Background: an optimization exercise with open tools, aiming at small area. Do not read the settings as production practice. The RTL was checked by simulation tests, not by an equivalence proof against the original design. No activity file was given, so power comes from the tool's default toggle rates.

==> flow/design.v <==
module gpio_mux_ctrl #(
   parameter int          NUM_TEAMS    = 12,
   parameter int          NUM_PINS     = 34,
   parameter logic [31:0] BASE_ADDR    = 32'h3000_0000,
   parameter int          BLANK_CYCLES = 4
) (
   input  logic                          wb_clk_i,
   input  logic                          wb_rst_ni,
   input  logic                          wbs_stb_i,
   input  logic                          wbs_cyc_i,
   input  logic                          wbs_we_i,
   input  logic [3:0]                    wbs_sel_i,
   input  logic [31:0]                   wbs_dat_i,
   input  logic [31:0]                   wbs_adr_i,
   output logic                          wbs_ack_o,
   output logic [31:0]                   wbs_dat_o,
   input  logic [NUM_TEAMS*NUM_PINS-1:0] designs_gpio_out,
   input  logic [NUM_TEAMS*NUM_PINS-1:0] designs_gpio_oeb,
   output logic [NUM_PINS-1:0]           gpio_out,
   output logic [NUM_PINS-1:0]           gpio_oeb,
   output logic                          busy_o
);
   localparam int NUM_WORDS = (NUM_PINS + 3) / 4;
   localparam logic [5:0] CTRL_WORD = 6'h20;
   function automatic logic [3:0] enc(input logic [7:0] v);
      logic lowgrp;
      if (v > 8'd12) begin
         enc = 4'd0;
      end else begin
         lowgrp = (v[3:2] == 2'b00) & (v[1:0] != 2'b00);
         enc = {v[3] | lowgrp, v[2] | lowgrp, v[1:0]};
      end
   endfunction
   function automatic logic [3:0] dec(input logic [3:0] c);
      if ((c[3:2] == 2'b11) && (c[1:0] != 2'b00)) begin
         dec = {2'b00, c[1:0]};
      end else begin
         dec = c;
      end
   endfunction
   logic [2:0]                cnt_r;
   logic [NUM_PINS-1:0]       blank_r;
   logic [NUM_PINS-1:0][3:0]  shadow_r;
   logic [NUM_PINS-1:0][3:0]  active_r;
   logic                      ack_r;
   logic [3:0][3:0]           dat_r;
   logic                      req_s;
   logic                      hit_s;
   logic [5:0]                word_s;
   logic                      wr_s;
   logic                      busy_s;
   logic                      last_s;
   logic                      any_diff_s;
   logic                      commit_s;
   logic                      commit_n_s;
   logic                      keep_s;
   logic [NUM_PINS-1:0]       diff_s;
   logic [NUM_PINS-1:0][3:0]  shadow_d_s;
   logic [NUM_PINS-1:0][3:0]  active_d_s;
   logic [NUM_PINS-1:0]       blank_d_s;
   logic [3:0][3:0]           wcode_s;
   logic [3:0]                bsel_s, bsel_n_s;
   logic [NUM_WORDS-1:0]      wsel_s, wsel_n_s;
   logic [NUM_WORDS-1:0]      rsel_s;
   logic                      rctl_s;
   logic [NUM_WORDS*4-1:0][3:0] shadow_pad_s;
   logic [3:0][3:0]           rcode_s;
   logic [3:0][3:0]           rd_s;
   assign req_s      = wbs_stb_i & wbs_cyc_i & ~ack_r;
   assign hit_s      = (wbs_adr_i[31:8] == BASE_ADDR[31:8]);
   assign word_s     = wbs_adr_i[7:2];
   assign wr_s       = req_s & wbs_we_i & hit_s;
   assign busy_s     = (cnt_r != 3'd0);
   assign last_s     = cnt_r[0] & ~cnt_r[1];
   assign any_diff_s = |diff_s;
   assign commit_s   = wr_s & (word_s == CTRL_WORD) & wbs_sel_i[0] & wbs_dat_i[0] & ~busy_s;
   assign commit_n_s = ~commit_s;
   assign keep_s     = ~last_s & ~commit_s;
   for (genvar b = 0; b < 4; b++) begin : g_lane
      assign wcode_s[b]  = enc(wbs_dat_i[8*b +: 8]);
      assign bsel_s[b]   = wr_s & wbs_sel_i[b];
      assign bsel_n_s[b] = ~bsel_s[b];
   end
   for (genvar k = 0; k < NUM_WORDS; k++) begin : g_wsel
      assign wsel_s[k]   = (word_s == 6'(k));
      assign wsel_n_s[k] = ~wsel_s[k];
   end
   for (genvar p = 0; p < NUM_PINS; p++) begin : g_pin
      localparam int         BYTE = p % 4;
      localparam logic [5:0] WORD = 6'(p / 4);
      logic       we, we_n;
      logic       s1, s2, s3, unown, own;
      logic [3:0] zo, ze;
      logic       mo, me;
      gmc_nand2 u_wn (.a(wsel_s[p/4]), .b(bsel_s[BYTE]), .y(we_n));
      gmc_nor2  u_we (.a(wsel_n_s[p/4]), .b(bsel_n_s[BYTE]), .y(we));
      for (genvar i = 0; i < 4; i++) begin : g_bit
         gmc_ao22 u_sh (.a1(we), .a2(wcode_s[BYTE][i]), .b1(we_n), .b2(shadow_r[p][i]),
                        .y(shadow_d_s[p][i]));
         gmc_ao22 u_ac (.a1(commit_s), .a2(shadow_r[p][i]), .b1(commit_n_s),
                        .b2(active_r[p][i]), .y(active_d_s[p][i]));
      end
      gmc_ne4 u_ne (.a(shadow_r[p]), .b(active_r[p]), .y(diff_s[p]));
      gmc_ao22 u_bl (.a1(commit_s), .a2(diff_s[p]), .b1(keep_s), .b2(blank_r[p]),
                     .y(blank_d_s[p]));
      gmc_nor2b u_s1 (.a(active_r[p][3]), .bn(active_r[p][2]), .y(s1));
      gmc_nor2b u_s2 (.a(active_r[p][2]), .bn(active_r[p][3]), .y(s2));
      gmc_and2  u_s3 (.a(active_r[p][3]), .b(active_r[p][2]), .y(s3));
      gmc_nor2  u_un (.a(active_r[p][3]), .b(active_r[p][2]), .y(unown));
      gmc_nor2  u_ow (.a(unown), .b(blank_r[p]), .y(own));
      for (genvar l = 0; l < 4; l++) begin : g_lo
         localparam int T1 = 3 + l;
         localparam int T2 = 7 + l;
         localparam int T3 = (l == 0) ? 11 : l - 1;
         gmc_aoi222 u_o (.s1(s1), .s2(s2), .s3(s3),
                         .d1(designs_gpio_out[T1*NUM_PINS + p]),
                         .d2(designs_gpio_out[T2*NUM_PINS + p]),
                         .d3(designs_gpio_out[T3*NUM_PINS + p]), .y(zo[l]));
         gmc_aoi222 u_e (.s1(s1), .s2(s2), .s3(s3),
                         .d1(designs_gpio_oeb[T1*NUM_PINS + p]),
                         .d2(designs_gpio_oeb[T2*NUM_PINS + p]),
                         .d3(designs_gpio_oeb[T3*NUM_PINS + p]), .y(ze[l]));
      end
      gmc_mux4 u_mo (.d(zo), .s(active_r[p][1:0]), .y(mo));
      gmc_mux4 u_me (.d(ze), .s(active_r[p][1:0]), .y(me));
      gmc_nor2 u_io (.a(mo), .b(blank_r[p]), .y(gpio_out[p]));
      gmc_nand2 u_ie (.a(me), .b(own), .y(gpio_oeb[p]));
      assign shadow_pad_s[p] = shadow_r[p];
   end
   for (genvar p = NUM_PINS; p < NUM_WORDS*4; p++) begin : g_pad
      assign shadow_pad_s[p] = 4'd0;
   end
   for (genvar k = 0; k < NUM_WORDS; k++) begin : g_rsel
      assign rsel_s[k] = req_s & hit_s & (word_s == 6'(k));
   end
   assign rctl_s = req_s & hit_s & (word_s == CTRL_WORD) & busy_s;
   for (genvar b = 0; b < 4; b++) begin : g_rd
      for (genvar i = 0; i < 4; i++) begin : g_bit
         logic [NUM_WORDS-1:0] col;
         for (genvar k = 0; k < NUM_WORDS; k++) begin : g_w
            assign col[k] = shadow_pad_s[4*k + b][i];
         end
         if (b < NUM_PINS - 4*(NUM_WORDS-1)) begin : g_9
            gmc_andor9 u_ao (.s(rsel_s), .d(col), .y(rcode_s[b][i]));
         end else begin : g_8
            gmc_andor8 u_ao (.s(rsel_s[7:0]), .d(col[7:0]), .y(rcode_s[b][i]));
         end
      end
      if (b == 0) begin : g_ctl
         assign rd_s[b] = dec(rcode_s[b]) | {2'b00, rctl_s, 1'b0};
      end else begin : g_dat
         assign rd_s[b] = dec(rcode_s[b]);
      end
   end
   always_ff @(posedge wb_clk_i or negedge wb_rst_ni) begin
      if (!wb_rst_ni) begin
         ack_r <= 1'b0;
         dat_r <= '0;
      end else begin
         ack_r <= req_s;
         dat_r <= rd_s;
      end
   end
   always_ff @(posedge wb_clk_i or negedge wb_rst_ni) begin
      if (!wb_rst_ni) begin
         cnt_r <= 3'd0;
      end else if (busy_s) begin
         cnt_r <= {~cnt_r[0], cnt_r[2], cnt_r[1]};
      end else begin
         cnt_r <= {commit_s & any_diff_s, 1'b0, commit_s & ~any_diff_s};
      end
   end
   always_ff @(posedge wb_clk_i or negedge wb_rst_ni) begin
      if (!wb_rst_ni) begin
         shadow_r <= '0;
         active_r <= '0;
      end else begin
         shadow_r <= shadow_d_s;
         active_r <= active_d_s;
      end
   end
   always_ff @(posedge wb_clk_i) begin
      blank_r <= blank_d_s;
   end
   for (genvar b = 0; b < 4; b++) begin : g_dat
      assign wbs_dat_o[8*b +: 8] = {4'd0, dat_r[b]};
   end
   assign wbs_ack_o = ack_r;
   assign busy_o    = busy_s;
endmodule
module gmc_ao22 (
   input  logic a1, a2, b1, b2,
   output logic y
);
   assign y = (a1 & a2) | (b1 & b2);
endmodule
module gmc_ne4 (
   input  logic [3:0] a, b,
   output logic       y
);
   assign y = |(a ^ b);
endmodule
module gmc_nor2b (
   input  logic a, bn,
   output logic y
);
   assign y = ~(a | ~bn);
endmodule
module gmc_and2 (
   input  logic a, b,
   output logic y
);
   assign y = a & b;
endmodule
module gmc_nor2 (
   input  logic a, b,
   output logic y
);
   assign y = ~(a | b);
endmodule
module gmc_nand3 (
   input  logic a, b, c,
   output logic y
);
   assign y = ~(a & b & c);
endmodule
module gmc_aoi222 (
   input  logic s1, s2, s3, d1, d2, d3,
   output logic y
);
   assign y = ~((s1 & d1) | (s2 & d2) | (s3 & d3));
endmodule
module gmc_mux4 (
   input  logic [3:0] d,
   input  logic [1:0] s,
   output logic       y
);
   assign y = d[s];
endmodule
module gmc_nand2 (
   input  logic a, b,
   output logic y
);
   assign y = ~(a & b);
endmodule
module gmc_andor9 (
   input  logic [8:0] s, d,
   output logic       y
);
   logic [2:0] z;
   for (genvar g = 0; g < 3; g++) begin : g_grp
      gmc_aoi222 u_a (.s1(s[3*g]), .s2(s[3*g+1]), .s3(s[3*g+2]),
                      .d1(d[3*g]), .d2(d[3*g+1]), .d3(d[3*g+2]), .y(z[g]));
   end
   gmc_nand3 u_n (.a(z[0]), .b(z[1]), .c(z[2]), .y(y));
endmodule
module gmc_andor8 (
   input  logic [7:0] s, d,
   output logic       y
);
   logic [2:0] z;
   for (genvar g = 0; g < 2; g++) begin : g_grp
      gmc_aoi222 u_a (.s1(s[3*g]), .s2(s[3*g+1]), .s3(s[3*g+2]),
                      .d1(d[3*g]), .d2(d[3*g+1]), .d3(d[3*g+2]), .y(z[g]));
   end
   gmc_aoi22 u_b (.s1(s[6]), .s2(s[7]), .d1(d[6]), .d2(d[7]), .y(z[2]));
   gmc_nand3 u_n (.a(z[0]), .b(z[1]), .c(z[2]), .y(y));
endmodule
module gmc_aoi22 (
   input  logic s1, s2, d1, d2,
   output logic y
);
   assign y = ~((s1 & d1) | (s2 & d2));
endmodule
==> flow/flow/run.sh <==
#!/bin/bash
# Standard ORFS layout with three changes:
#  - after the standard synthesis, every combinational cell is given the
#    smallest-area variant of its family (the resizer upsizes where timing,
#    slew or load needs it); registers keep their cells;
#  - the port buffers are the smallest buffer (buf_1);
#  - the clock tree uses small clock buffers, sink clusters of at most 8 and
#    no dummy loads.
set -euo pipefail
R=orfs/results/sky130hd/gpio_mux_ctrl/base
ARGS=('BUFFER_PORTS_ARGS=-buffer_cell sky130_fd_sc_hd__buf_1'
      'CTS_ARGS=-sink_clustering_enable -repair_clock_nets -dont_use_dummy_load -buf_list sky130_fd_sc_hd__clkbuf_4 -sink_clustering_size 8 -sink_clustering_max_diameter 50')
bash standard.sh "${ARGS[@]}" synth > log_synth.log 2>&1
python3 flow/downsize.py "$FLOW_HOME/platforms/sky130hd/lib/sky130_fd_sc_hd__tt_025C_1v80.lib" \
   "$R/1_2_yosys.v" > log_downsize.log 2>&1
rm -f "$R/1_synth.odb" "$R/1_synth.sdc"
bash standard.sh "${ARGS[@]}" SKIP_REPAIR_TIE_FANOUT=1 finish > log_finish.log 2>&1
==> flow/flow/downsize.py <==
#!/usr/bin/env python3
"""Give every combinational cell in a mapped netlist the smallest-area variant
of its family (same function and pins, other drive strength). Registers keep
their cell. Usage: downsize.py LIB NETLIST (rewritten in place)."""
import re
import sys
from collections import defaultdict

lib_path, net_path = sys.argv[1], sys.argv[2]
lib = open(lib_path).read()
area, pins, seq = {}, {}, set()
for m in re.finditer(r'\n\s*cell\s*\(\s*"?(\w+)"?\s*\)\s*\{', lib):
    name = m.group(1)
    start = m.end()
    nxt = lib.find('\n    cell', start)
    body = lib[start:nxt if nxt > 0 else len(lib)]
    a = re.search(r'area\s*:\s*([\d.]+)', body)
    if not a:
        continue
    area[name] = float(a.group(1))
    pins[name] = tuple(sorted(re.findall(r'\bpin\s*\(\s*"?(\w+)"?\s*\)', body)))
    funcs = tuple(sorted(re.findall(r'function\s*:\s*"([^"]*)"', body)))
    pins[name] = (pins[name], funcs)
    if re.search(r'\b(ff|latch|statetable)\s*\(', body):
        seq.add(name)

fam = defaultdict(list)
for n in area:
    if 'lpflow' in n or 'probe' in n or n in seq:
        continue
    m = re.match(r'(sky130_fd_sc_hd__\w+?)_(\d+)$', n)
    if m:
        fam[m.group(1)].append(n)

best = {}
for f, cells in fam.items():
    for c in cells:
        same = [d for d in cells if pins[d] == pins[c]]
        best[c] = min(same, key=lambda d: (area[d], d != c, d))

net = open(net_path).read()
count = defaultdict(int)


def sub(m):
    c = m.group(1)
    b = best.get(c, c)
    if b != c:
        count[(c, b)] += 1
    return b + m.group(2)


net = re.sub(r'\b(sky130_fd_sc_hd__\w+)(\s+\S+\s*\()', sub, net)
open(net_path, 'w').write(net)
for (c, b), n in sorted(count.items()):
    print(f'{n:5d} {c} -> {b}')
==> flow/standard.sh <==
#!/bin/bash
# synth_recipe.tcl (not shown) runs the flow's synth.tcl, then flattens the netlist and writes it again
# the make line also repeats each setting of config.mk as NAME=value (left out here)
make -C /OpenROAD-flow-scripts/flow DESIGN_CONFIG=/design/flow/config.mk WORK_HOME=/design/flow/orfs CLKGATE_MAP_FILE= SYNTH_SCRIPT=/design/flow/synth_recipe.tcl "${@:-finish}"
==> flow/config.mk <==
export PLATFORM = sky130hd
export DESIGN_NAME = gpio_mux_ctrl
export DESIGN_NICKNAME = gpio_mux_ctrl
export VERILOG_FILES = /design/flow/design.v
export SDC_FILE = /design/flow/constraint.sdc
export NUM_CORES = 4
export LEC_CHECK = 0
export CAP_MARGIN = 20
export CORE_AREA = 10 10 350 350
export DIE_AREA = 0 0 360 360
export SLEW_MARGIN = 20
export SYNTH_HIERARCHICAL = 1
==> flow/constraint.sdc <==
create_clock -name core_clock -period 7.0 [get_ports {wb_clk_i}]
set_input_delay 1.4000 -clock core_clock [delete_from_list [all_inputs] [get_ports {wb_clk_i}]]
set_output_delay 1.4000 -clock core_clock [all_outputs]
set_load 0.01 [all_outputs]
==> results of run 1 <==
-- worst max-delay path, cell delays in order (launching register included) --
cell	delay (ns)
dfrtp_1	0.45
nor2b_2	0.83
a222oi_1	0.30
buf_4	0.24
mux4_2	0.47
nor2_1	0.17
buf_1	0.42
-- per-stage QoR --
stage	area [um^2]	cells	setup WS [ns]	power (W)	utilization (%)
2_1_floorplan	19060	1653	1.592	0.001940	-
3_3_place_gp	24680	4127	1.890	0.002194	21.55
3_5_place_dp	24680	4127	1.826	0.002200	21.56
4_1_cts	25060	4178	1.702	0.003198	21.89
5_1_grt	25120	4185	1.612	0.003289	21.94
6_report	25130	4190	1.973	0.003154	21.95
-- registers in the layout (all words and copies together), names as in the netlist --
signal    count
active_r    136
shadow_r    136
blank_r      34
dat_r        16
cnt_r         3
ack_r         1
-- power groups by stage --
stage | sequential (W) | clock, W | combinational (W)
4_1_cts | 0.00188 | 0.00103 | 0.000284
3_5_place_dp | 0.00192 | 0 | 0.000282
2_1_floorplan | 0.00192 | 0 | 0.0000222
3_3_place_gp | 0.00192 | 0 | 0.000276
5_1_grt | 0.00188 | 0.00110 | 0.000310
6_report | 0.00188 | 0.000990 | 0.000284
-- worst paths after layout --
| path | slack (ns) | from | cells past startpoint | endpoint |
|---|---|---|---|---|
| min reg2reg | 0.40 | cnt_r[2] | 0 | cnt_r[1] |
| min in group asynchronous | 0.62 | wb_rst_ni | 1 | active_r[2] |
| max | 1.97 | active_r[123] | 6 | gpio_out[30] |
| max reg2reg | 3.36 | ack_r | 8 | dat_r[14] |
| min | 0.40 | cnt_r[2] | 0 | cnt_r[1] |
| max in group asynchronous | 4.94 | wb_rst_ni | 2 | active_r[122] |
-- cells in the final DEF, fill, tap and decap left out, types with 4 or more instances in the layout --
master	count
and3_1	14
dfxtp_1	34
and2_1	36
nand3_1	24
a22oi_1	8
buf_1	971
inv_1	10
mux4_2	68
a21boi_0	8
nor2_4	6
nor2_1	140
nand4_1	35
xnor2_1	136
buf_4	5
or2_2	4
a222oi_1	312
diode_2	11
nor2b_1	68
clkbuf_4	52
nor4_1	18
o21ai_0	8
o311a_1	8
a22o_1	306
nand2_1	80
dfrtp_1	292
-- area by class of cell --
cell class	count	area, um^2
flip-flops and latches	326	7988
well taps	1512	1892
clock buffers	51	382.9
inverters	11	43.79
multi-input cells	1298	11030
diodes	11	27.53
repair buffers	981	3765
fillers	12690	89370
-- per-layer routing --
layer  track usage, %  vias to the layer above  wire length (um)
met3            3.977                      199              9043
li1                 -                     9346                 -
met5                0                        -               100
met2            30.59                     1200             59350
met4            5.530                       14              4142
met1            21.92                    10770             50530
==> impl_metrics.env, run 1 <==
export IMPL_clkSlewWorstSetupHoldPaths_ns=0.09
export IMPL_first_iter_violations=3049
export IMPL_start_kind="flip-flop"
export IMPL_post_cts_resize_count=0
export IMPL_min_path_type="reg2reg"
export IMPL_dieWidth_um=360
export IMPL_fin_crit_ns=5.027
export IMPL_relSlewSlack_pct=14.69
export IMPL_cts_buffer_depth=3
export IMPL_yosys_warnings=7
export IMPL_grt_pass1_wl_um=167900
export IMPL_drive_gt1_share_pct=5.512
export IMPL_fmax_mhz=198.9
export IMPL_grt_max_degree=172
export IMPL_tightestPinTransition_ns=1.278
export IMPL_vias=21530
export IMPL_synth_area_um2=19060
export IMPL_intPower_w=0.002333
export IMPL_ir_worst_vdd_mv=0.07813
export IMPL_cp_end_kind="output port"
export IMPL_p_sw_w=0.0008211
export IMPL_cts_sink_count=326
export IMPL_cts_max_level=2
export IMPL_fin_crit_sh_pct=71.81
export IMPL_gp_congestion=1.001
export IMPL_gr_total_overflow=0
export IMPL_rsz0062_at_grt="false"
export IMPL_setup_viol=0
export IMPL_pwr_share_comb_pct=9.0
export IMPL_hold_buffers=0
export IMPL_grt_pass1_vias=21980
export IMPL_via_per_inst=5.138
export IMPL_status="no timing/DRC/antenna violations"
export IMPL_worstPathArrival_ns=3.63
export IMPL_cts_setup_buffers=0
export IMPL_fp_dieH_um=360
export IMPL_drcViolationCount=0
export IMPL_dr_pass1_iters=13
export IMPL_pwr_share_clk_pct=31.4
export IMPL_synth_cells=1653
export IMPL_core_area_um2=114500
export IMPL_power_density_nw_per_um2=125.5
export IMPL_io_pins=991
export IMPL_initial_core_util_pct=16.64
export IMPL_critPathRequiredTime_ns=5.60
export IMPL_dieArea_um2=129600
export IMPL_syn_to_final_growth_pct=31.87
export IMPL_grt_antenna_before_repair=51
export IMPL_clock_latency_ns=0.80
export IMPL_swShare_pct=26.03
export IMPL_setup_tns_ns=0
export IMPL_whs_ns=0.4002
export IMPL_detailed_place_hpwl_um=103300
export IMPL_rows=124
export IMPL_cts_tree="done"
export IMPL_finalMaxSlewViolations=0
export IMPL_nets=3558
export IMPL_grt_usage_pct=17.78
export IMPL_avgSynthCellArea_um2=11.53
export IMPL_cellLeakagePower_nw=8.753
export IMPL_max_cap_violations=0
export IMPL_cts_inserted_buffers=51
export IMPL_hold_viol=0
export IMPL_worstPathMaxFanout=8
export IMPL_cts_root_buf="clkbuf_4"
export IMPL_drt_total_wl_um=123200
export IMPL_fin_worst_skew_ns=0.1369
export IMPL_p_seq_share_pct=59.6
export IMPL_drt_wirelength_per_cell_um=29.39
export IMPL_io_buffers=972
export IMPL_final_antenna_net_count=0
export IMPL_crit_type="reg2out"
==> run 2: changes to the inputs <==
--- a/flow/flow/run.sh
+++ b/flow/flow/run.sh
@@ -1,11 +1,12 @@
 #!/bin/bash
-# Standard ORFS layout with three changes:
+# Standard ORFS layout with four changes:
 #  - after the standard synthesis, every combinational cell is given the
 #    smallest-area variant of its family (the resizer upsizes where timing,
 #    slew or load needs it); registers keep their cells;
 #  - the port buffers are the smallest buffer (buf_1);
 #  - the clock tree uses small clock buffers, sink clusters of at most 8 and
-#    no dummy loads.
+#    no dummy loads;
+#  - the constant outputs share one tie cell (no tie fan-out repair).
 set -euo pipefail
 R=orfs/results/sky130hd/gpio_mux_ctrl/base
 ARGS=('BUFFER_PORTS_ARGS=-buffer_cell sky130_fd_sc_hd__buf_1'
==> impl_metrics.env, run 2 <==
export IMPL_io_pins=991
export IMPL_grt_pass1_vias=21980
export IMPL_mostFrequentLayoutCells="971 x buf_1, 312 x a222oi_1, 306 x a22o_1, 292 x dfrtp_1, 140 x nor2_1"
export IMPL_drcViolationCount=0
export IMPL_core_area_um2=114500
export IMPL_dr_pass1_iters=13
export IMPL_setup_tns_ns=0
export IMPL_tightestPinTransition_ns=1.278
export IMPL_synth_cells=1653
export IMPL_setup_viol=0
export IMPL_cp_end_kind="output port"
export IMPL_detailed_place_hpwl_um=103300
export IMPL_grt_max_degree=172
export IMPL_fin_crit_sh_pct=71.81
export IMPL_fin_util_pct=21.95
export IMPL_first_iter_violations=3049
export IMPL_grt_antenna_before_repair=51
export IMPL_io_buffers=972
export IMPL_final_antenna_net_count=0
export IMPL_rows=124
export IMPL_relSlewSlack_pct=14.69
export IMPL_drive_gt1_share_pct=5.512
export IMPL_gp_congestion=1.001
export IMPL_via_per_inst=5.138
export IMPL_status="no timing/DRC/antenna violations"
export IMPL_rsz0062_at_grt="false"
export IMPL_power_density_nw_per_um2=125.5
export IMPL_cellLeakagePower_nw=8.753
export IMPL_cts_setup_buffers=0
export IMPL_drt_wirelength_per_cell_um=29.39
export IMPL_finalPower_w=0.003154
export IMPL_path_buf_inv=2
export IMPL_grt_usage_pct=17.78
export IMPL_clkSlewWorstSetupHoldPaths_ns=0.09
export IMPL_min_path_type="reg2reg"
export IMPL_avgSynthCellArea_um2=11.53
export IMPL_crit_chain="nor2b_2, a222oi_1, buf_4, mux4_2, nor2_1, buf_1"
export IMPL_nets=3558
export IMPL_dieWidth_um=360
export IMPL_yosys_warnings=7
export IMPL_cts_inserted_buffers=51
export IMPL_post_cts_resize_count=0
export IMPL_cpPeakStageDelay_ns=0.83
export IMPL_cts_root_buf="clkbuf_4"
export IMPL_fp_dieH_um=360
export IMPL_slowest_stage="nor2b_2"
export IMPL_fin_worst_skew_ns=0.1369
export IMPL_start_kind="flip-flop"
export IMPL_crit_family="simple AND/OR/NAND/NOR gates"
export IMPL_cts_tree="done"
export IMPL_grt_pass1_wl_um=167900
export IMPL_clock_latency_ns=0.80
export IMPL_synth_area_um2=19060
export IMPL_cts_sink_count=326
export IMPL_hold_viol=0
export IMPL_fin_crit_ns=5.027
export IMPL_max_cap_violations=0
export IMPL_worstPathArrival_ns=3.63
export IMPL_layout_commonest_cell="buf_1"
export IMPL_whs_ns=0.4002
export IMPL_fmax_mhz=198.9
export IMPL_top_regs="active_r: 136 flops, shadow_r: 136 flops, blank_r: 34 flops"
export IMPL_drt_total_wl_um=123200
export IMPL_cts_buffer_depth=3
export IMPL_hold_buffers=0
export IMPL_gr_total_overflow=0
export IMPL_vias=21530
export IMPL_ir_worst_vdd_mv=0.07813
export IMPL_syn_to_final_growth_pct=31.87
export IMPL_dieArea_um2=129600
export IMPL_finalMaxSlewViolations=0
export IMPL_worstPathMaxFanout=8
export IMPL_critPathRequiredTime_ns=5.60
export IMPL_initial_core_util_pct=16.64
export IMPL_cts_max_level=2
export IMPL_crit_type="reg2out"
==> run 2: final timing paths <==
kind	startpoint	end	slack [ns]	depth (start not counted)
max	active_r[123]	gpio_out[30]	1.97	6
min	cnt_r[2]	cnt_r[1]	0.40	0
max reg2reg	ack_r	dat_r[14]	3.36	8
min reg2reg	cnt_r[2]	cnt_r[1]	0.40	0
max in group asynchronous	wb_rst_ni	active_r[122]	4.94	2
min in group asynchronous	wb_rst_ni	active_r[2]	0.62	1
==> run 2: power breakdown <==
group	switching (W)	internal (W)	total [W]
Clock	0.000658	0.000332	0.000990
Sequential	0.000000615	0.00188	0.00188
Combinational	0.000162	0.000122	0.000284
==> run 2: area by class of cell <==
type	instances	area, um^2
clock buffers	51	382.9
inverters	11	43.79
fillers	12690	89370
multi-input cells	1298	11030
repair buffers	981	3765
diodes	11	27.53
well taps	1512	1892
flip-flops and latches	326	7988
==> run 2: routing by layer <==
| metal | global-route usage (%) | up-vias | routed length [um] |
|---|---|---|---|
| li1 | - | 9346 | - |
| met1 | 21.92 | 10770 | 50530 |
| met2 | 30.59 | 1200 | 59350 |
| met3 | 3.977 | 199 | 9043 |
| met4 | 5.530 | 14 | 4142 |
| met5 | 0 | - | 100 |
==> run 2: worst reg2reg max path, cell delays in order (launching register included) <==
cell      delay, ns
dfrtp_1        0.45
and3b_1        0.45
and3_1         0.26
nand2_1        0.40
nor2_2         1.13
a222oi_1       0.32
nand3_1        0.20
or2_2          0.14
a21boi_0       0.09
==> run 2: through the flow <==
stage,cells,cell area (um^2),setup WS [ns]
global route,4185,25120,1.612
finish,4190,25130,1.973
detailed placement,4127,24680,1.826
floorplan,1653,19060,1.592
CTS,4178,25060,1.702
global placement,4127,24680,1.890
==> run 3: changes to the inputs <==
--- a/flow/config.mk
+++ b/flow/config.mk
@@ -5,8 +5,8 @@
 export SDC_FILE = /design/flow/constraint.sdc
 export NUM_CORES = 4
 export LEC_CHECK = 0
-export CAP_MARGIN = 20
+export CAP_MARGIN = 5
 export CORE_AREA = 10 10 350 350
 export DIE_AREA = 0 0 360 360
-export SLEW_MARGIN = 20
+export SLEW_MARGIN = 5
 export SYNTH_HIERARCHICAL = 1
==> impl_metrics.env, run 3 <==
export IMPL_rows=124
export IMPL_detailed_place_hpwl_um=103200
export IMPL_seqCellArea_um2=7988
export IMPL_cellLeakagePower_nw=8.745
export IMPL_post_cts_resize_count=0
export IMPL_top_regs="active_r: 136 flops, shadow_r: 136 flops, blank_r: 34 flops"
export IMPL_start_kind="flip-flop"
export IMPL_cts_max_level=2
export IMPL_vias=21530
export IMPL_fin_worst_skew_ns=0.1483
export IMPL_cts_root_buf="clkbuf_4"
export IMPL_layout_commonest_cell="buf_1"
export IMPL_final_antenna_net_count=0
export IMPL_drt_wirelength_per_cell_um=29.29
export IMPL_initial_core_util_pct=16.64
export IMPL_fin_crit_sh_pct=70.77
export IMPL_hold_viol=0
export IMPL_cts_buffer_depth=3
export IMPL_power_density_nw_per_um2=125.4
export IMPL_p_seq_share_pct=59.7
export IMPL_pwr_share_clk_pct=31.2
export IMPL_grt_use_met2_pct=30.48
export IMPL_gr_total_overflow=0
export IMPL_dieWidth_um=360
export IMPL_finalMaxSlewViolations=0
export IMPL_critPathRequiredTime_ns=5.60
export IMPL_relSlewSlack_pct=11.53
export IMPL_dieArea_um2=129600
export IMPL_grt_antenna_before_repair=48
export IMPL_drcViolationCount=0
export IMPL_io_pins=991
export IMPL_cts_sink_count=326
export IMPL_avgSynthCellArea_um2=11.53
export IMPL_crit_type="reg2out"
export IMPL_hold_buffers=0
export IMPL_fp_dieH_um=360
export IMPL_cp_end_kind="output port"
export IMPL_grt_busiest_layer="met2"
export IMPL_setup_tns_ns=0
export IMPL_grt_usage_pct=17.77
export IMPL_rsz0062_at_grt="false"
export IMPL_min_path_type="reg2reg"
export IMPL_fin_crit_ns=4.954
export IMPL_grt_util_met1_pct=21.92
export IMPL_ir_worst_vdd_mv=0.08030
export IMPL_intPower_w=0.002333
export IMPL_clock_latency_ns=0.79
export IMPL_synth_cells=1653
export IMPL_dr_pass1_iters=11
export IMPL_gp_congestion=1.001
export IMPL_tightestPinTransition_ns=1.326
export IMPL_synth_area_um2=19060
export IMPL_max_cap_violations=0
export IMPL_grt_pass1_vias=22020
export IMPL_first_iter_violations=3047
export IMPL_pwr_share_comb_pct=9.0
export IMPL_setup_viol=0
export IMPL_status="no timing/DRC/antenna violations"
export IMPL_met3_usage_pct=3.907
export IMPL_p_sw_w=0.0008142
export IMPL_core_area_um2=114500
export IMPL_clkSlewWorstSetupHoldPaths_ns=0.08
export IMPL_worstPathMaxFanout=8
export IMPL_multi_input_area_um2=11000
export IMPL_drive_gt1_share_pct=5.476
export IMPL_finalPower_w=0.003147
export IMPL_fmax_mhz=201.9
export IMPL_swShare_pct=25.87
export IMPL_whs_ns=0.3958
export IMPL_mostFrequentLayoutCells="971 x buf_1, 312 x a222oi_1, 306 x a22o_1, 292 x dfrtp_1, 140 x nor2_1"
export IMPL_drt_total_wl_um=122800
export IMPL_grt_max_degree=172
export IMPL_fillers=12640
export IMPL_cts_inserted_buffers=51
export IMPL_worstPathArrival_ns=3.55
export IMPL_io_buffers=972
export IMPL_via_per_inst=5.135
export IMPL_yosys_warnings=7
export IMPL_grt_pass1_wl_um=167900
export IMPL_syn_to_final_growth_pct=31.68
export IMPL_cts_tree="done"
export IMPL_cts_setup_buffers=0
export IMPL_nets=3557
-- run 3: path summary, 6_finish.rpt --
kind                                from  depth (start not counted)  slack [ns]            end
max reg2reg                        ack_r                          8        3.62      dat_r[14]
max in group asynchronous      wb_rst_ni                          2        4.92  active_r[122]
min in group asynchronous      wb_rst_ni                          1        0.61   shadow_r[98]
min reg2reg                     cnt_r[2]                          0        0.40       cnt_r[1]
max                        active_r[123]                          6        2.05   gpio_out[30]
min                             cnt_r[2]                          0        0.40       cnt_r[1]
-- run 3: through the flow --
stage,cell area (um^2),setup slack (ns),instances,util (%)
finish,25100,2.046,4193,21.92
global route,25070,1.606,4184,21.90
CTS,25060,1.697,4178,21.89
detailed placement,24680,1.870,4127,21.55
global placement,24680,1.890,4127,21.55
floorplan,19060,1.592,1653,-
-- run 3: per-layer routing --
layer / vias up / wire, um
met1: 10730 / 50290
met5: - / 85
met3: 185 / 8892
li1: 9360 / -
met4: 12 / 4465
met2: 1241 / 59080
-- run 3: power by group through the flow --
stage          Combinational, W  Sequential (W)  Clock, W
6_report               0.000285         0.00188  0.000983
5_1_grt                0.000310         0.00188   0.00110
4_1_cts                0.000284         0.00188   0.00103
3_5_place_dp           0.000282         0.00192         0
3_3_place_gp           0.000276         0.00192         0
2_1_floorplan         0.0000222         0.00192         0
-- run 3: final cells by class --
type	count	share of cell area (%)
Timing Repair Buffer	980	14.94
Antenna cell	15	0.1496
Inverter	11	0.1745
Multi-Input combinational cell	1298	43.84
Clock buffer	51	1.526
Sequential cell	326	31.83
Tap cell	1512	7.538
-- run 3: critical path, cell delays in order, from the launching register on --
cell and delay (ns):
dfrtp_1 0.45, nor2b_2 0.78, a222oi_1 0.30, buf_4 0.25, mux4_2 0.47, nor2_1 0.18
buf_1 0.42
==> run 4: changes to the inputs <==
--- a/flow/flow/run.sh
+++ b/flow/flow/run.sh
@@ -10,6 +10,7 @@
 set -euo pipefail
 R=orfs/results/sky130hd/gpio_mux_ctrl/base
 ARGS=('BUFFER_PORTS_ARGS=-buffer_cell sky130_fd_sc_hd__buf_1'
+      'PLACE_PINS_ARGS=-min_distance 1 -min_distance_in_tracks'
       'CTS_ARGS=-sink_clustering_enable -repair_clock_nets -dont_use_dummy_load -buf_list sky130_fd_sc_hd__clkbuf_4 -sink_clustering_size 8 -sink_clustering_max_diameter 50')
 bash standard.sh "${ARGS[@]}" synth > log_synth.log 2>&1
 python3 flow/downsize.py "$FLOW_HOME/platforms/sky130hd/lib/sky130_fd_sc_hd__tt_025C_1v80.lib" \
==> flow/config.mk (replaced) <==
export PLATFORM = sky130hd
export DESIGN_NAME = gpio_mux_ctrl
export DESIGN_NICKNAME = gpio_mux_ctrl
export VERILOG_FILES = /design/flow/design.v
export SDC_FILE = /design/flow/constraint.sdc
export NUM_CORES = 4
export LEC_CHECK = 0
export CAP_MARGIN = 20
export CORE_AREA = 6 6 294 294
export DIE_AREA = 0 0 300 300
export SLEW_MARGIN = 20
export SYNTH_HIERARCHICAL = 1
==> impl_metrics.env, run 4 <==
export IMPL_post_cts_resize_count=0
export IMPL_grt_usage_pct=17.97
export IMPL_cts_inserted_buffers=50
export IMPL_cts_tree="done"
export IMPL_grt_pass1_wl_um=126300
export IMPL_rsz0062_at_grt="false"
export IMPL_drive_gt1_share_pct=5.425
export IMPL_via_per_inst=5.608
export IMPL_syn_to_final_growth_pct=28.74
export IMPL_cts_sink_count=326
export IMPL_cts_buffer_depth=3
export IMPL_io_buffers=972
export IMPL_gp_congestion=0.9258
export IMPL_cts_max_level=2
export IMPL_hold_buffers=0
export IMPL_worstPathArrival_ns=3.05
export IMPL_cpPeakStageDelay_ns=0.56
export IMPL_cts_root_buf="clkbuf_4"
export IMPL_dr_pass1_iters=10
export IMPL_io_pins=991
export IMPL_drcViolationCount=0
export IMPL_detailed_place_hpwl_um=70350
export IMPL_reg2reg_from="ack_r"
export IMPL_core_area_um2=82110
export IMPL_cp_end_kind="output port"
export IMPL_r2r_end="dat_r[2]"
export IMPL_final_antenna_net_count=0
export IMPL_hold_depth=0
export IMPL_cellLeakagePower_nw=8.774
export IMPL_dp_slack_ns=2.536
export IMPL_first_iter_violations=3183
export IMPL_power_density_nw_per_um2=126.7
export IMPL_top_regs="active_r: 136 flops, shadow_r: 136 flops, blank_r: 34 flops"
export IMPL_dp_cells=3693
export IMPL_fin_worst_skew_ns=0.04269
export IMPL_fp_dieH_um=300
export IMPL_dieArea_um2=90000
export IMPL_finalPower_w=0.003109
export IMPL_drt_wirelength_per_cell_um=23.81
export IMPL_clock_latency_ns=0.74
export IMPL_setup_viol=0
export IMPL_hold_path_endpoint="cnt_r[1]"
export IMPL_start_kind="flip-flop"
export IMPL_fin_crit_sh_pct=63.61
export IMPL_reg2regPathDepth=8
export IMPL_synth_area_um2=19060
export IMPL_hold_viol=0
export IMPL_slowest_stage="nor2b_1"
export IMPL_min_from="cnt_r[2]"
export IMPL_grt_antenna_before_repair=17
export IMPL_dieWidth_um=300
export IMPL_whs_ns=0.4043
export IMPL_min_path_type="reg2reg"
export IMPL_cts_setup_buffers=0
export IMPL_clkSlewWorstSetupHoldPaths_ns=0.10
export IMPL_stdcell_count=3753
export IMPL_fmax_mhz=224.6
export IMPL_avgSynthCellArea_um2=11.53
export IMPL_ir_worst_vdd_mv=0.08062
export IMPL_tightestPinTransition_ns=1.167
export IMPL_grt_max_degree=156
export IMPL_r2r_slack_ns=3.87
export IMPL_crit_chain="nor2b_1, a222oi_1, mux4_2, nor2_1, buf_1"
export IMPL_grt_pass1_vias=20370
export IMPL_setup_ws_ns=2.548
export IMPL_crit_type="reg2out"
export IMPL_fin_crit_ns=4.452
export IMPL_relSlewSlack_pct=22.13
export IMPL_rows=105
export IMPL_drt_total_wl_um=89340
export IMPL_layout_commonest_cell="buf_1"
export IMPL_status="no timing/DRC/antenna violations"
export IMPL_max_cap_violations=0
export IMPL_nets=3564
export IMPL_gr_total_overflow=0
export IMPL_finalMaxSlewViolations=0
export IMPL_setup_tns_ns=0
export IMPL_critPathRequiredTime_ns=5.60
export IMPL_mostFrequentLayoutCells="971 x buf_1, 312 x a222oi_1, 306 x a22o_1, 292 x dfrtp_1, 145 x nor2_1"
export IMPL_yosys_warnings=7
export IMPL_initial_core_util_pct=23.21
export IMPL_synth_cells=1653
export IMPL_worstPathMaxFanout=8
export IMPL_vias=21050
run 4: changes by cell type in the layout (fill, tap and decap cells not counted):
cell	previous run	this run
buf_12	3	1
buf_4	5	15
clkbuf_4	52	51
diode_2	15	10
nor2_1	140	145
nor2_2	8	3
nor2b_1	68	70
nor2b_2	2	0
nor4bb_1	0	1
nor4bb_2	1	0
run 4: where the power goes:
part	internal, W	switching (W)	total (W)	leakage (nW)
registers	0.00188	0.000000128	0.00188	4.35
logic	0.000121	0.000134	0.000255	4.19
clock network	0.000327	0.000649	0.000976	0.230
run 4: how the worst max path moves through the flow:
stage | start | endpoint | slack, ns | cells after the start
after floorplan | wbs_adr_i[5] | active_r[0] | 1.59 | 5
after global placement | wbs_adr_i[5] | dat_r[2] | 2.60 | 8
after detailed placement | wbs_adr_i[5] | dat_r[2] | 2.54 | 8
after CTS | active_r[122] | gpio_out[30] | 2.47 | 5
after global routing | active_r[122] | gpio_out[30] | 2.41 | 5
final | active_r[106] | gpio_out[26] | 2.55 | 5
run 4: area by class of cell:
class | count | area [um^2]
inverter | 11 | 43.79
timing repair buffer | 988 | 3785
clock buffer | 50 | 375.4
tap | 1070 | 1339
multi-input combinational | 1298 | 10980
antenna | 10 | 25.02
sequential | 326 | 7988
fill | 8633 | 57580
run 4: stage by stage:
step | util (%) | cell area, um^2
after detailed placement | 29.39 | 24130
final | 29.88 | 24530
after global placement | 29.39 | 24130
after floorplan | - | 19060
after CTS | 29.85 | 24510
after global routing | 29.85 | 24510
run 4: worst max-delay path: cells and delay by family (launching register included):
kind | cells | cell delay [ns]
buffers and inverters | 1 | 0.33
DFF | 1 | 0.47
AOI/OAI and AO/OA | 1 | 0.27
muxes | 1 | 0.55
and+or+nand+nor | 2 | 0.67
run 4: layer usage:
layer	global-route usage (%)	routed length [um]
met1	22.24	35420
met2	29.17	41220
met3	5.901	8864
met4	6.874	3757
met5	0	75
==> run 5: changes to the inputs <==
--- a/flow/flow/run.sh
+++ b/flow/flow/run.sh
@@ -10,8 +10,7 @@
 set -euo pipefail
 R=orfs/results/sky130hd/gpio_mux_ctrl/base
 ARGS=('BUFFER_PORTS_ARGS=-buffer_cell sky130_fd_sc_hd__buf_1'
-      'PLACE_PINS_ARGS=-min_distance 1 -min_distance_in_tracks'
-      'CTS_ARGS=-sink_clustering_enable -repair_clock_nets -dont_use_dummy_load -buf_list sky130_fd_sc_hd__clkbuf_4 -sink_clustering_size 8 -sink_clustering_max_diameter 50')
+      'CTS_ARGS=-sink_clustering_enable -repair_clock_nets -dont_use_dummy_load -buf_list sky130_fd_sc_hd__clkbuf_16 -sink_clustering_size 30 -sink_clustering_max_diameter 60')
 bash standard.sh "${ARGS[@]}" synth > log_synth.log 2>&1
 python3 flow/downsize.py "$FLOW_HOME/platforms/sky130hd/lib/sky130_fd_sc_hd__tt_025C_1v80.lib" \
    "$R/1_2_yosys.v" > log_downsize.log 2>&1
--- a/flow/config.mk
+++ b/flow/config.mk
@@ -6,7 +6,7 @@
 export NUM_CORES = 4
 export LEC_CHECK = 0
 export CAP_MARGIN = 20
-export CORE_AREA = 6 6 294 294
-export DIE_AREA = 0 0 300 300
+export CORE_AREA = 10 10 350 350
+export DIE_AREA = 0 0 360 360
 export SLEW_MARGIN = 20
 export SYNTH_HIERARCHICAL = 1
==> impl_metrics.env, run 5 <==
export IMPL_io_buffers=972
export IMPL_initial_core_util_pct=16.64
export IMPL_rows=124
export IMPL_via_per_inst=5.132
export IMPL_fmax_mhz=209.1
export IMPL_gp_congestion=1.001
export IMPL_dieArea_um2=129600
export IMPL_setup_tns_ns=0
export IMPL_finalInstanceArea_um2=25420
export IMPL_drt_total_wl_um=122600
export IMPL_status="no timing/DRC/antenna violations"
export IMPL_cts_setup_buffers=0
export IMPL_p_sw_w=0.0008249
export IMPL_start_kind="flip-flop"
export IMPL_drcViolationCount=0
export IMPL_critPathRequiredTime_ns=5.60
export IMPL_hold_buffers=0
export IMPL_cts_inserted_buffers=27
export IMPL_crit_chain="nor2b_2, a222oi_1, buf_4, mux4_2, nor2_1, buf_1"
export IMPL_power_density_nw_per_um2=137.7
export IMPL_ir_worst_vdd_mv=0.1570
export IMPL_fillers=12620
export IMPL_nets=3534
export IMPL_dieWidth_um=360
export IMPL_clock_latency_ns=0.60
export IMPL_cts_buffer_depth=3
export IMPL_worstPathMaxFanout=8
export IMPL_io_pins=991
export IMPL_grt_pass1_vias=21750
export IMPL_fp_dieH_um=360
export IMPL_fin_crit_sh_pct=68.32
export IMPL_slowest_stage="nor2b_2"
export IMPL_gr_total_overflow=0
export IMPL_fin_crit_ns=4.782
export IMPL_setup_viol=0
export IMPL_worstPathArrival_ns=3.38
export IMPL_intPower_w=0.002676
export IMPL_tightestPinTransition_ns=1.178
export IMPL_grt_antenna_before_repair=49
export IMPL_core_area_um2=114500
export IMPL_finalPower_w=0.003501
export IMPL_rsz0062_at_grt="false"
export IMPL_reg2reg_from="ack_r"
export IMPL_cellLeakagePower_nw=8.850
export IMPL_drt_wirelength_per_cell_um=29.43
export IMPL_hold_viol=0
export IMPL_synth_area_um2=19060
export IMPL_syn_to_final_growth_pct=33.38
export IMPL_clkSlewWorstSetupHoldPaths_ns=0.05
export IMPL_detailed_place_hpwl_um=103300
export IMPL_final_antenna_net_count=0
export IMPL_cts_sink_count=326
export IMPL_grt_max_degree=172
export IMPL_min_path_type="reg2reg"
export IMPL_synth_cells=1653
export IMPL_top_regs="active_r: 136 flops, shadow_r: 136 flops, blank_r: 34 flops"
export IMPL_place_area_um2=24680
export IMPL_cts_tree="done"
export IMPL_post_cts_resize_count=0
export IMPL_crit_type="reg2out"
export IMPL_grt_usage_pct=17.66
export IMPL_dr_pass1_iters=13
export IMPL_cts_max_level=1
export IMPL_pwr_share_comb_pct=8.1
export IMPL_vias=21380
export IMPL_drive_gt1_share_pct=4.654
export IMPL_relSlewSlack_pct=21.40
export IMPL_yosys_warnings=7
export IMPL_cpPeakStageDelay_ns=0.77
export IMPL_grt_pass1_wl_um=167000
export IMPL_cp_startpoint="active_r[123]"
export IMPL_cts_root_buf="clkbuf_16"
export IMPL_layout_commonest_cell="buf_1"
export IMPL_pwr_share_clk_pct=38.2
export IMPL_fin_worst_skew_ns=0.05773
export IMPL_finalMaxSlewViolations=0
export IMPL_mostFrequentLayoutCells="971 x buf_1, 312 x a222oi_1, 306 x a22o_1, 292 x dfrtp_1, 140 x nor2_1"
export IMPL_first_iter_violations=3251
export IMPL_max_cap_violations=0
export IMPL_fin_util_pct=22.20
export IMPL_swShare_pct=23.56
export IMPL_avgSynthCellArea_um2=11.53
export IMPL_p_seq_share_pct=53.7
export IMPL_cp_end_kind="output port"
export IMPL_min_from="cnt_r[2]"
-- run 5: cell type report --
type | count | area, um^2 | area share (%)
Antenna cell | 11 | 27.53 | 0.1083
Sequential cell | 326 | 7988 | 31.42
Tap cell | 1512 | 1892 | 7.442
Timing Repair Buffer | 981 | 3761 | 14.80
Inverter | 11 | 43.79 | 0.1723
Clock buffer | 27 | 675.6 | 2.658
Multi-Input combinational cell | 1298 | 11030 | 43.40
-- run 5: path summary, 6_finish.rpt --
kind / to / depth (start not counted) / slack (ns)
setup / recovery: gpio_out[30] / 6 / 2.22
min in group asynchronous: active_r[114] / 1 / 0.83
max in group asynchronous: shadow_r[122] / 2 / 4.80
hold / removal: cnt_r[1] / 0 / 0.40
hold reg to reg: cnt_r[1] / 0 / 0.40
setup reg to reg: dat_r[14] / 8 / 3.56
-- run 5: per-stage QoR --
step           setup slack [ns]  hold WS, ns  cells
2_1_floorplan             1.592       0.4568   1653
3_3_place_gp              1.890       0.3756   4127
3_5_place_dp              1.826       0.3892   4127
5_1_grt                   1.871       0.4235   4160
4_1_cts                   1.976       0.3978   4154
6_report                  2.218       0.4035   4166
-- run 5: layer usage --
metal | vias to the layer above | wire, um | GRT usage [%]
met1 | 10690 | 49970 | 21.88
met2 | 1202 | 59240 | 30.65
met4 | 12 | 4151 | 5.159
li1 | 9297 | - | -
met3 | 179 | 9170 | 3.595
met5 | - | 78 | 0
-- run 5: power groups by stage --
stage / clock network, W / logic [W] / registers (W)
global route: 0.00143 / 0.000310 / 0.00188
detailed placement: 0 / 0.000282 / 0.00192
CTS: 0.00138 / 0.000284 / 0.00188
finish: 0.00134 / 0.000284 / 0.00188
global placement: 0 / 0.000276 / 0.00192
floorplan: 0 / 0.0000222 / 0.00192
-- run 5: worst max-delay path: cells and delay by family, from the launching register on --
family          cells  cell delay (ns)
flops               1             0.44
compound gates      1             0.29
buf+inv             2             0.67
mux                 1             0.48
simple gates        2             0.95
==> run 6: changes to the inputs <==
==> flow/flow/run.sh (replaced) <==
#!/bin/bash
# Standard ORFS layout with three changes:
#  - after the standard synthesis, every combinational cell is given the
#    smallest-area variant of its family (the resizer upsizes where timing,
#    slew or load needs it); registers keep their cells;
#  - the port buffers are the smallest buffer (buf_1);
#  - the clock tree uses small clock buffers, sink clusters of at most 8 and
#    no dummy loads.
set -euo pipefail
R=orfs/results/sky130hd/gpio_mux_ctrl/base
ARGS=('BUFFER_PORTS_ARGS=-buffer_cell sky130_fd_sc_hd__buf_1'
      'CTS_ARGS=-sink_clustering_enable -repair_clock_nets -dont_use_dummy_load -buf_list sky130_fd_sc_hd__clkbuf_4 -sink_clustering_size 10 -sink_clustering_max_diameter 40')
bash standard.sh "${ARGS[@]}" synth > log_synth.log 2>&1
python3 flow/downsize.py "$FLOW_HOME/platforms/sky130hd/lib/sky130_fd_sc_hd__tt_025C_1v80.lib" \
   "$R/1_2_yosys.v" > log_downsize.log 2>&1
rm -f "$R/1_synth.odb" "$R/1_synth.sdc"
bash standard.sh "${ARGS[@]}" finish > log_finish.log 2>&1
==> impl_metrics.env, run 6 <==
export IMPL_hold_viol=0
export IMPL_tightestPinTransition_ns=1.178
export IMPL_vias=21700
export IMPL_fillers=12620
export IMPL_place_area_um2=24840
export IMPL_dieArea_um2=129600
export IMPL_drt_wirelength_per_cell_um=30.00
export IMPL_cts_tree="done"
export IMPL_final_antenna_net_count=0
export IMPL_avgSynthCellArea_um2=11.53
export IMPL_critPathRequiredTime_ns=5.60
export IMPL_cts_sink_count=326
export IMPL_gr_total_overflow=0
export IMPL_clock_latency_ns=0.79
export IMPL_max_cap_violations=0
export IMPL_relSlewSlack_pct=21.40
export IMPL_drive_gt1_share_pct=5.900
export IMPL_yosys_warnings=7
export IMPL_dr_pass1_iters=10
export IMPL_crit_type="reg2out"
export IMPL_ir_worst_vdd_mv=0.06690
export IMPL_detailed_place_hpwl_um=107000
export IMPL_cp_end_kind="output port"
export IMPL_fin_crit_ns=4.951
export IMPL_grt_pass1_vias=21740
export IMPL_layout_commonest_cell="buf_1"
export IMPL_power_density_nw_per_um2=123.9
export IMPL_start_kind="flip-flop"
export IMPL_core_area_um2=114500
export IMPL_rsz0062_at_grt="false"
export IMPL_finalInstanceArea_um2=25250
export IMPL_worstPathMaxFanout=8
export IMPL_grt_pass1_wl_um=170300
export IMPL_drt_total_wl_um=126700
export IMPL_setup_tns_ns=0
export IMPL_via_per_inst=5.139
export IMPL_nets=3586
export IMPL_mostFrequentLayoutCells="971 x buf_1, 312 x a222oi_1, 306 x a22o_1, 292 x dfrtp_1, 140 x nor2_1"
export IMPL_cts_buffer_depth=3
export IMPL_top_regs="active_r: 136 flops, shadow_r: 136 flops, blank_r: 34 flops"
export IMPL_finalMaxSlewViolations=0
export IMPL_initial_core_util_pct=16.64
export IMPL_grt_usage_pct=18.26
export IMPL_rows=124
export IMPL_io_buffers=972
export IMPL_grt_antenna_before_repair=50
export IMPL_fmax_mhz=202.0
export IMPL_drcViolationCount=0
export IMPL_hold_buffers=0
export IMPL_worstPathArrival_ns=3.55
export IMPL_min_path_type="reg2reg"
export IMPL_gp_congestion=0.9652
export IMPL_cts_inserted_buffers=46
export IMPL_clkSlewWorstSetupHoldPaths_ns=0.12
export IMPL_fp_dieH_um=360
export IMPL_fin_worst_skew_ns=0.09158
export IMPL_io_pins=991
export IMPL_cts_setup_buffers=0
export IMPL_cellLeakagePower_nw=8.864
export IMPL_cts_root_buf="clkbuf_4"
export IMPL_grt_max_degree=154
export IMPL_syn_to_final_growth_pct=32.48
export IMPL_status="no timing/DRC/antenna violations"
export IMPL_dieWidth_um=360
export IMPL_synth_area_um2=19060
export IMPL_synth_cells=1653
export IMPL_setup_viol=0
export IMPL_cts_max_level=2
export IMPL_first_iter_violations=3340
export IMPL_post_cts_resize_count=0
export IMPL_fin_crit_sh_pct=70.73
==> run 6: final timing paths <==
path	startpoint	endpoint	slack [ns]	cells after the start
worst min-delay path	cnt_r[2]	cnt_r[1]	0.37	0
max in group asynchronous	wb_rst_ni	active_r[40]	4.70	2
worst min register to register	cnt_r[2]	cnt_r[1]	0.37	0
min in group asynchronous	wb_rst_ni	shadow_r[18]	0.76	1
worst max register to register	cnt_r[1]	active_r[40]	3.50	6
worst max-delay path	active_r[82]	gpio_out[20]	2.05	6
==> run 6: worst max-delay path: stages (launching register included) <==
cell      delay, ns
dfrtp_1        0.46
nor2b_2        0.18
buf_4          0.25
a222oi_1       1.05
mux4_2         0.44
nor2_1         0.04
buf_1          0.29
==> run 6: area by class of cell <==
type / count / area, um^2 / area share [%]
multi-input combinational: 1313 / 11050 / 43.78
sequential: 326 / 7988 / 31.64
timing repair buffer: 999 / 3887 / 15.40
tap: 1512 / 1892 / 7.493
clock buffer: 46 / 345.3 / 1.368
inverter: 11 / 43.79 / 0.1734
antenna: 16 / 40.04 / 0.1586
==> run 6: per-stage QoR <==
| step | instances | util [%] | total power [W] | hold slack [ns] | setup slack (ns) |
|---|---|---|---|---|---|
| floorplan | 1668 | - | 0.001940 | 0.4568 | 1.592 |
| global placement | 4160 | 21.69 | 0.002198 | 0.3824 | 2.141 |
| detailed placement | 4160 | 21.69 | 0.002203 | 0.3963 | 2.093 |
| CTS | 4206 | 21.99 | 0.003165 | 0.3794 | 2.004 |
| global route | 4216 | 22.04 | 0.003258 | 0.3968 | 1.953 |
| finish | 4223 | 22.05 | 0.003128 | 0.3710 | 2.049 |
==> run 6: where the power goes <==
part | leakage (nW) | internal (W) | switching (W)
sequential | 4.35 | 0.00188 | 0.000000146
combinational | 4.30 | 0.000123 | 0.000166
clock | 0.212 | 0.000300 | 0.000658
==> run 6: layer usage <==
metal / track usage (%) / routed length, um / share of wire [%] / vias up
li1: - / - / - / 9402
met1: 22.22 / 50430 / 40 / 10860
met2: 31.40 / 62360 / 49 / 1257
met3: 3.952 / 9339 / 7.4 / 164
met4: 6.652 / 4426 / 3.5 / 22
met5: 0 / 140 / 0.11 / -
==> run 7: changes to the inputs <==
--- a/flow/flow/run.sh
+++ b/flow/flow/run.sh
@@ -9,7 +9,7 @@
 set -euo pipefail
 R=orfs/results/sky130hd/gpio_mux_ctrl/base
 ARGS=('BUFFER_PORTS_ARGS=-buffer_cell sky130_fd_sc_hd__buf_1'
-      'CTS_ARGS=-sink_clustering_enable -repair_clock_nets -dont_use_dummy_load -buf_list sky130_fd_sc_hd__clkbuf_4 -sink_clustering_size 10 -sink_clustering_max_diameter 40')
+      'CTS_ARGS=-sink_clustering_enable -repair_clock_nets -dont_use_dummy_load -buf_list sky130_fd_sc_hd__clkbuf_8 -sink_clustering_size 12 -sink_clustering_max_diameter 40')
 bash standard.sh "${ARGS[@]}" synth > log_synth.log 2>&1
 python3 flow/downsize.py "$FLOW_HOME/platforms/sky130hd/lib/sky130_fd_sc_hd__tt_025C_1v80.lib" \
    "$R/1_2_yosys.v" > log_downsize.log 2>&1
==> impl_metrics.env, run 7 <==
export IMPL_layout_commonest_cell="buf_1"
export IMPL_setup_viol=0
export IMPL_finalMaxSlewViolations=0
export IMPL_hold_viol=0
export IMPL_fin_crit_ns=4.793
export IMPL_fin_util_pct=22.28
export IMPL_worstPathArrival_ns=3.39
export IMPL_cts_tree="done"
export IMPL_grt_pass1_wl_um=170400
export IMPL_cts_setup_buffers=0
export IMPL_hold_depth=0
export IMPL_grt_antenna_before_repair=51
export IMPL_cts_inserted_buffers=44
export IMPL_min_path_type="reg2reg"
export IMPL_clkSlewWorstSetupHoldPaths_ns=0.08
export IMPL_cp_end_kind="output port"
export IMPL_fmax_mhz=208.7
export IMPL_slowest_stage="a222oi_1"
export IMPL_r2r_end="active_r[41]"
export IMPL_reg2regPathDepth=6
export IMPL_drcViolationCount=0
export IMPL_start_kind="flip-flop"
export IMPL_path_buf_inv=2
export IMPL_ir_worst_vdd_mv=0.09791
export IMPL_clock_latency_ns=0.65
export IMPL_crit_chain="nor2b_2, buf_4, a222oi_1, mux4_2, nor2_1, buf_1"
export IMPL_r2r_slack_ns=3.50
export IMPL_io_pins=991
export IMPL_drive_gt1_share_pct=5.830
export IMPL_cts_root_buf="clkbuf_8"
export IMPL_cellLeakagePower_nw=8.969
export IMPL_nets=3584
export IMPL_rows=124
export IMPL_gp_congestion=0.9652
export IMPL_fin_crit_sh_pct=68.47
export IMPL_max_cap_violations=0
export IMPL_dieWidth_um=360
export IMPL_reg2reg_from="cnt_r[1]"
export IMPL_cts_max_level=2
export IMPL_rsz0062_at_grt="false"
export IMPL_first_iter_violations=3144
export IMPL_synth_area_um2=19060
export IMPL_yosys_warnings=7
export IMPL_fin_worst_skew_ns=0.08398
export IMPL_io_buffers=972
export IMPL_gr_total_overflow=0
export IMPL_drt_total_wl_um=126800
export IMPL_initial_core_util_pct=16.64
export IMPL_detailed_place_hpwl_um=107000
export IMPL_cts_buffer_depth=3
export IMPL_grt_usage_pct=18.29
export IMPL_top_regs="active_r: 136 flops, shadow_r: 136 flops, blank_r: 34 flops"
export IMPL_mostFrequentLayoutCells="971 x buf_1, 312 x a222oi_1, 306 x a22o_1, 292 x dfrtp_1, 140 x nor2_1"
export IMPL_tightestPinTransition_ns=1.172
export IMPL_hold_buffers=0
export IMPL_status="no timing/DRC/antenna violations"
export IMPL_hold_path_endpoint="cnt_r[1]"
export IMPL_core_area_um2=114500
export IMPL_drt_wirelength_per_cell_um=30.05
export IMPL_setup_tns_ns=0
export IMPL_crit_type="reg2out"
export IMPL_cpPeakStageDelay_ns=1.06
export IMPL_relSlewSlack_pct=21.84
export IMPL_vias=21800
export IMPL_fp_dieH_um=360
export IMPL_dp_cells=4160
export IMPL_worstPathMaxFanout=8
export IMPL_avgSynthCellArea_um2=11.53
export IMPL_final_antenna_net_count=0
export IMPL_cts_sink_count=326
export IMPL_crit_family="compound AO/OA/AOI/OAI gates"
export IMPL_dr_pass1_iters=13
export IMPL_post_cts_resize_count=0
export IMPL_grt_max_degree=154
export IMPL_fillers=12580
export IMPL_power_density_nw_per_um2=134.1
export IMPL_stdcell_count=4221
export IMPL_min_from="cnt_r[2]"
export IMPL_grt_pass1_vias=21740
export IMPL_via_per_inst=5.165
export IMPL_syn_to_final_growth_pct=33.85
export IMPL_finalPower_w=0.003421
export IMPL_synth_cells=1653
export IMPL_dieArea_um2=129600
export IMPL_critPathRequiredTime_ns=5.60
run 7: cell types whose count changed in the layout (fill, tap and decap cells not counted):
cell      delta
clkbuf_4    -46
clkbuf_8    +44
run 7: layer usage:
layer,global-route usage [%],up-vias,share of wire (%)
li1,-,9377,-
met1,22.21,10920,40
met2,31.45,1318,49
met3,3.868,168,7.3
met4,6.975,22,3.6
met5,0,-,0.12
run 7: area by class of cell:
type	instances	area (um^2)	area share (%)
inverters	11	43.79	0.1717
well taps	1512	1892	7.416
flip-flops and latches	326	7988	31.31
diodes	16	40.04	0.1570
clock buffers	44	605.6	2.374
multi-input cells	1313	11050	43.33
repair buffers	999	3887	15.24
run 7: worst max-delay path by stage:
stage	cells after the start	start	endpoint	slack [ns]
finish	6	active_r[82]	gpio_out[20]	2.21
global route	6	active_r[82]	gpio_out[20]	2.14
CTS	6	active_r[82]	gpio_out[20]	2.18
detailed placement	9	wbs_adr_i[10]	dat_r[2]	2.09
global placement	9	wbs_adr_i[10]	dat_r[2]	2.14
floorplan	5	wbs_adr_i[5]	active_r[0]	1.59
run 7: power breakdown:
group	leakage, nW	switching (W)	internal (W)
clock network	0.316	0.000697	0.000554
registers	4.35	0.000000147	0.00188
logic	4.30	0.000166	0.000123
run 7: metrics by stage:
| stage | worst slack (ns) | hold slack (ns) | instance area, um^2 |
|---|---|---|---|
| 5_1_grt | 2.141 | 0.4027 | 25490 |
| 4_1_cts | 2.179 | 0.3870 | 25440 |
| 3_3_place_gp | 2.141 | 0.3824 | 24840 |
| 3_5_place_dp | 2.093 | 0.3963 | 24840 |
| 6_report | 2.207 | 0.3794 | 25510 |
| 2_1_floorplan | 1.592 | 0.4568 | 19120 |

==> re-timing with driven ports <==
In the flow no input, the clock included, has a driving cell. The finished layouts below were timed again as built, in two steps. Step 1, drivers: a clkbuf_16 drives wb_clk_i and a buf_2 each remaining input, both assumed. Step 2 times the ports against the registers' clock, not the clock port: input delays grow and output delays shrink by t, the midpoint of the rising clock arrivals with the driver on. Slacks: ideal / step 1 / step 2; pairs: ideal / step 1.
| run | shift t [ns] | setup WS [ns] | hold slack, ns | worst setup path after step 2 | worst slew at a driven data input, ns |
|---|---|---|---|---|---|
| run 1 | 0.790 | 1.973 / 1.916 / 1.614 | 0.400 / 0.400 / 0.400 | input to register | 0.31 |
| run 2 | 0.790 | 1.973 / 1.916 / 1.614 | 0.400 / 0.400 / 0.400 | input to register | 0.31 |
| run 3 | 0.786 | 2.046 / 1.986 / 1.901 | 0.396 / 0.396 / 0.396 | input to register | 0.28 |
| run 4 | 0.776 | 2.548 / 2.494 / 2.372 | 0.404 / 0.404 / 0.404 | input to register | 0.18 |
| run 5 | 0.612 | 2.218 / 2.154 / 1.910 | 0.404 / 0.404 / 0.404 | input to register | 0.31 |
| run 6 | 0.812 | 2.049 / 1.978 / 2.187 | 0.371 / 0.371 / 0.371 | input to register | 0.22 |
| run 7 | 0.677 | 2.207 / 2.135 / 2.255 | 0.379 / 0.379 / 0.379 | input to register | 0.22 |
After both steps setup and hold are still met in every run listed.
